What follows belongs to an exercise in optimizing a design on an open flow for small area, a short achievable clock period and few clock cycles per item; a production flow would make more cautious choices. In this exercise RTL edits were held to simulation tests only and were not proved equivalent to the original.

== tundra ==
==> flow/design.v <==
package mada_pkg;
  localparam int WINDOW_SIZE_DEFAULT = 20;
  localparam int SAMPLE_W            = 12;
  localparam int PERIOD_W            = 8;
  localparam int CFG_INDEX_W         = 4;
  localparam int CFG_DATA_W          = 12;
endpackage
module moving_average_deviation_alarm #(
  parameter int WINDOW_SIZE = mada_pkg::WINDOW_SIZE_DEFAULT
) (
  input  logic        clk,
  input  logic        rst,
  input  logic        in_valid,
  output logic        in_stall,
  input  logic [11:0] sample,
  output logic        out_valid,
  input  logic        out_stall,
  output logic [11:0] average,
  output logic [11:0] deviation,
  output logic        alarm,
  output logic        report_due,
  output logic        initialized,
  input  logic        cfg_valid,
  output logic        cfg_ready,
  input  logic [3:0]  cfg_index,
  input  logic [11:0] cfg_data
);
  localparam logic [351:0] DIV_HI = 352'b1100011001011000000000101110010111011001100110101100100101001100101010000000010011001011100100110011000110010010000110010100000000000111100101101110011001011011001000110011001001100000000010110010110101001100101001100100010001100100100000000000111001011001100110010010110010000100110010001000000000001100101100010011001000011001000000011001000000000000;
  localparam logic [383:0] DIV_Y = 384'b000000000000000000000000000000000000000000000000000000000000000000000000000000000000000000000000000000000000000000000000000000000000000000000000000000000000000000000000111000110100110011110010110001110000101100101011101010101001101000100100100011100010100001100000011100011011011010011001011000010100010011010010010001010000001100001011001010001001001000000100000011000010000001000000;
  logic [11:0] thr, vlo, vhi;
  logic [7:0]  per;
  assign cfg_ready = 1'b1;
  always_ff @(posedge clk) begin
    if (rst) begin
      thr <= 12'd32;
      vlo <= 12'd16;
      vhi <= 12'd1600;
      per <= 8'd10;
    end else if (cfg_valid) begin
      case (cfg_index)
        4'd0: thr <= cfg_data;
        4'd1: vlo <= cfg_data;
        4'd2: vhi <= cfg_data;
        4'd3: per <= cfg_data[7:0];
        default: ;
      endcase
    end
  end
  logic        adv, acc;
  logic        skid_v;
  logic [11:0] skid_d;
  logic [11:0] in_w, sbi;
  logic [10:0] dhi;
  logic [5:0]  yi;
  assign adv      = !(out_valid && out_stall);
  assign in_stall = skid_v;
  assign acc      = in_valid && !skid_v;
  always_ff @(posedge clk) begin
    if (rst) skid_v <= 1'b0;
    else     skid_v <= !adv && (skid_v || acc);
  end
  always_ff @(posedge clk) begin
    if (!skid_v) skid_d <= sample;
  end
  assign in_w = skid_v ? skid_d : sample;
  assign sbi  = {~in_w[11], in_w[10:0]};
  assign dhi  = DIV_HI[11*sbi[11:7] +: 11];
  assign yi   = {3'd0, dhi[2:0]} + {1'b0, sbi[6:2]};
  logic        v0;
  logic [11:0] s0;
  logic [7:0]  qh0;
  logic [5:0]  y0;
  logic [7:0]  cnt;
  logic [5:0]  dy;
  logic [7:0]  q0;
  logic [4:0]  r0;
  logic        inr0, rep0;
  always_ff @(posedge clk) begin
    if (rst) v0 <= 1'b0;
    else if (adv) v0 <= skid_v || acc;
  end
  always_ff @(posedge clk) begin
    if (adv) begin
      s0  <= in_w;
      qh0 <= dhi[10:3];
      y0  <= yi;
    end
  end
  assign dy = DIV_Y[6*y0 +: 6];
  assign q0 = qh0 + {5'd0, dy[5:3]};
  assign r0 = {dy[2:0], s0[1:0]};
  logic [4:0]        rtail_n;
  logic signed [5:0] dr0;
  assign dr0  = $signed({1'b0, r0}) - $signed({1'b0, rtail_n});
  assign inr0 = ($signed(s0) > $signed(vlo)) && ($signed(s0) < $signed(vhi));
  assign rep0 = (cnt >= per);
  always_ff @(posedge clk) begin
    if (rst) cnt <= 8'd0;
    else if (adv && v0) cnt <= rep0 ? 8'd1 : cnt + 8'd1;
  end
  logic        v1, inr1, rep1;
  logic [7:0]  q1;
  logic [4:0]  r1;
  logic signed [5:0] dr1;
  logic [11:0] s1;
  always_ff @(posedge clk) begin
    if (rst) v1 <= 1'b0;
    else if (adv) v1 <= v0;
  end
  always_ff @(posedge clk) begin
    if (adv) begin
      q1   <= q0;
      r1   <= r0;
      dr1  <= dr0;
      s1   <= s0;
      inr1 <= inr0;
      rep1 <= rep0;
    end
  end
  logic [7:0]        wq [0:19];
  logic [4:0]        wr [0:19];
  logic [4:0]        kcnt;
  logic              kfull;
  logic              filled;
  logic [4:0]        R;
  logic              fill, upd, push;
  logic [7:0]        qt_n;
  logic signed [6:0] rx;
  logic              cp, cn;
  logic [4:0]        rn;
  logic [8:0]        x1;
  assign fill  = v1 && !filled && inr1;
  assign upd   = v1 && filled;
  assign push  = adv && v1;
  assign qt_n    = !push ? wq[19] : (fill ? q1 : (kfull ? wq[18] : wq[19]));
  assign rtail_n = !push ? wr[19] : (fill ? r1 : (kfull ? wr[18] : wr[19]));
  assign rx    = $signed({2'b0, R}) + 7'(dr1);
  assign cn    = rx[6];
  assign cp    = !rx[6] && (rx >= 7'sd20);
  assign rn    = cn ? 5'(rx + 7'sd20) : (cp ? 5'(rx - 7'sd20) : rx[4:0]);
  assign x1    = {1'b0, q1} - {1'b0, wq[19]};
  always_ff @(posedge clk) begin
    if (push) begin
      wq[0] <= q1;
      wr[0] <= r1;
      for (int i = 1; i < 19; i++) begin
        wq[i] <= wq[i-1];
        wr[i] <= wr[i-1];
      end
      wq[19] <= qt_n;
      wr[19] <= rtail_n;
    end
  end
  always_ff @(posedge clk) begin
    if (rst) filled <= 1'b0;
    else if (adv && fill) filled <= 1'b1;
  end
  always_ff @(posedge clk) begin
    if (adv) begin
      if (fill) begin
        kcnt  <= 5'd0;
        kfull <= 1'b0;
        R     <= 5'd0;
      end else if (upd) begin
        R <= rn;
        if (!kfull) kcnt <= kcnt + 5'd1;
        if (kcnt == 5'd18) kfull <= 1'b1;
      end
    end
  end
  logic        v2, fill2, upd2, cp2, cn2, rep2, init2;
  logic [8:0]  x2;
  logic [11:0] s2;
  logic [11:0] Q;
  always_ff @(posedge clk) begin
    if (rst) v2 <= 1'b0;
    else if (adv) v2 <= v1;
  end
  always_ff @(posedge clk) begin
    if (adv) begin
      fill2 <= fill;
      upd2  <= upd;
      x2    <= x1;
      cp2   <= cp;
      cn2   <= cn;
      s2    <= s1;
      rep2  <= rep1;
      init2 <= filled || fill;
    end
  end
  always_ff @(posedge clk) begin
    if (adv) begin
      if (fill2) Q <= {~s2[11], s2[10:0]};
      else if (upd2) Q <= Q + {{3{x2[8]}}, x2} + {11'd0, cp2} - {11'd0, cn2};
    end
  end
  logic        v3, upd3, rep3, init3, rnz3;
  logic [11:0] s3;
  logic [12:0] nsb3;
  always_ff @(posedge clk) begin
    if (rst) v3 <= 1'b0;
    else if (adv) v3 <= v2;
  end
  always_ff @(posedge clk) begin
    if (adv) begin
      upd3  <= upd2;
      s3    <= s2;
      nsb3  <= 13'd0 - {1'b0, ~s2[11], s2[10:0]};
      rep3  <= rep2;
      init3 <= init2;
      rnz3  <= (R != 5'd0);
    end
  end
  logic        corr, zero, thr0, junk0, junk1, junk2, junk3;
  logic [11:0] sb3, avgb;
  logic [12:0] dpos, dng;
  logic [11:0] dev;
  logic [13:0] ua, ub, uc, s1v, c1v, t1;
  logic [13:0] va, vb, vc, s2v, c2v, t2;
  assign corr = !Q[11] && rnz3;
  assign sb3  = {~s3[11], s3[10:0]};
  assign avgb = Q + {11'd0, corr};
  assign {dpos, junk0} = {1'b0, sb3, 1'b1} + {1'b1, ~Q, !corr};
  assign {dng, junk3}  = {1'b0, Q, corr} + {nsb3, corr};
  assign thr0 = (thr == 12'd0);
  assign zero = !upd3 || (s3 == 12'd0) || (Q == 12'h800 && !corr) || (Q == 12'h7FF && corr);
  assign dev  = zero ? 12'd0 : (dpos[12] ? dng[11:0] : dpos[11:0]);
  assign ua  = {2'b00, sb3};
  assign ub  = {2'b11, ~Q};
  assign uc  = {2'b11, ~thr};
  assign s1v = ua ^ ub ^ uc;
  assign c1v = (ua & ub) | (ua & uc) | (ub & uc);
  assign {t1, junk1} = {s1v, 1'b1} + {c1v[12:0], !corr, 1'b1};
  assign va  = {2'b00, Q};
  assign vb  = {nsb3[12], nsb3};
  assign vc  = {2'b11, ~thr};
  assign s2v = va ^ vb ^ vc;
  assign c2v = (va & vb) | (va & vc) | (vb & vc);
  assign {t2, junk2} = {s2v, corr} + {c2v[12:0], 1'b1, corr};
  always_ff @(posedge clk) begin
    if (rst) out_valid <= 1'b0;
    else if (adv) out_valid <= v3;
  end
  always_ff @(posedge clk) begin
    if (adv) begin
      average     <= upd3 ? (avgb ^ 12'h800) : 12'd0;
      deviation   <= dev;
      alarm       <= thr0 || (!zero && (!t1[13] || !t2[13]));
      report_due  <= rep3;
      initialized <= init3;
    end
  end
endmodule
Settings: LEC_CHECK=0, CAP_MARGIN=20, CORE_MARGIN=2, CORE_UTILIZATION=65, CTS_CLUSTER_DIAMETER=80, CTS_CLUSTER_SIZE=30, SETUP_SLACK_MARGIN=2.5, SLEW_MARGIN=20; clock period 5.5 ns.
run.sh (not shown) runs the stock make flow with config.mk's settings and CLKGATE_MAP_FILE= SYNTH_SCRIPT=/design/flow/synth_recipe.tcl, a recipe that flattens the netlist after the stock synthesis.
tundra: full flow OK, the timing, DRC and antenna checks passed
Testbench counts of tundra, summed over its fixed seeds: cycles 3,240, items 3,200.
Setup changes, tundra to indigo
Settings: SETUP_SLACK_MARGIN: 2.5 -> 3.3.
--- outcome ---
Diff indigo..tundra | hold buffer count at cts | negligible
Summary of indigo over tundra: fraction of area in registers now smaller; largest driver fanout on the critical path now larger; filler-free cell count of the finished design now larger; worst reg-to-reg path cell count now larger.
Input-level comparison between sierra and indigo:
Settings: changing SETUP_SLACK_MARGIN from 3.3 to 2.7.
### Flow results
- From indigo to sierra the numbers moved as follows: number of buffers outside the clock class in the layout shows a reduction of 37%; layout filler cell count saw an increase.
- Going from indigo to sierra, via count went down by about 5%, wire length went down by 9.1%, delay of the slowest critical-path stage went up by 0.11 ns.
- reg -> reg as the kind of critical path was reported by sierra, and in -> reg by indigo.

-- port drivers added, routing unchanged --
In the flow no input, the clock included, has a driving cell. The finished layouts below were timed again as built, in two steps. Step 1, drivers: a clkbuf_16 drives clk and a buf_2 each remaining input, both assumed. Step 2, shift: input delay + t, output delay - t, t = (earliest + latest rising clock arrival at the registers) / 2. This alone moves slack from input paths to output paths. Slacks: ideal / step 1 / step 2; pairs: ideal / step 1.
| run | t (ns) | setup slack, ns | worst setup path after step 2 | worst data-port slew with drivers (ns) |
|---|---|---|---|---|
| tundra | 0.614 | 2.577 / 2.527 / 1.995 | input to register | 0.04 |
| indigo | 0.604 | 2.612 / 2.631 / 2.027 | input to register | 0.04 |
| sierra | 0.603 | 2.629 / 2.629 / 2.146 | input to register | 0.04 |
After both steps setup and hold are still met in every run listed. For indigo, which loses most, drivers alone change the setup slack by +0.019 ns; drivers and shift together by -0.585 ns.
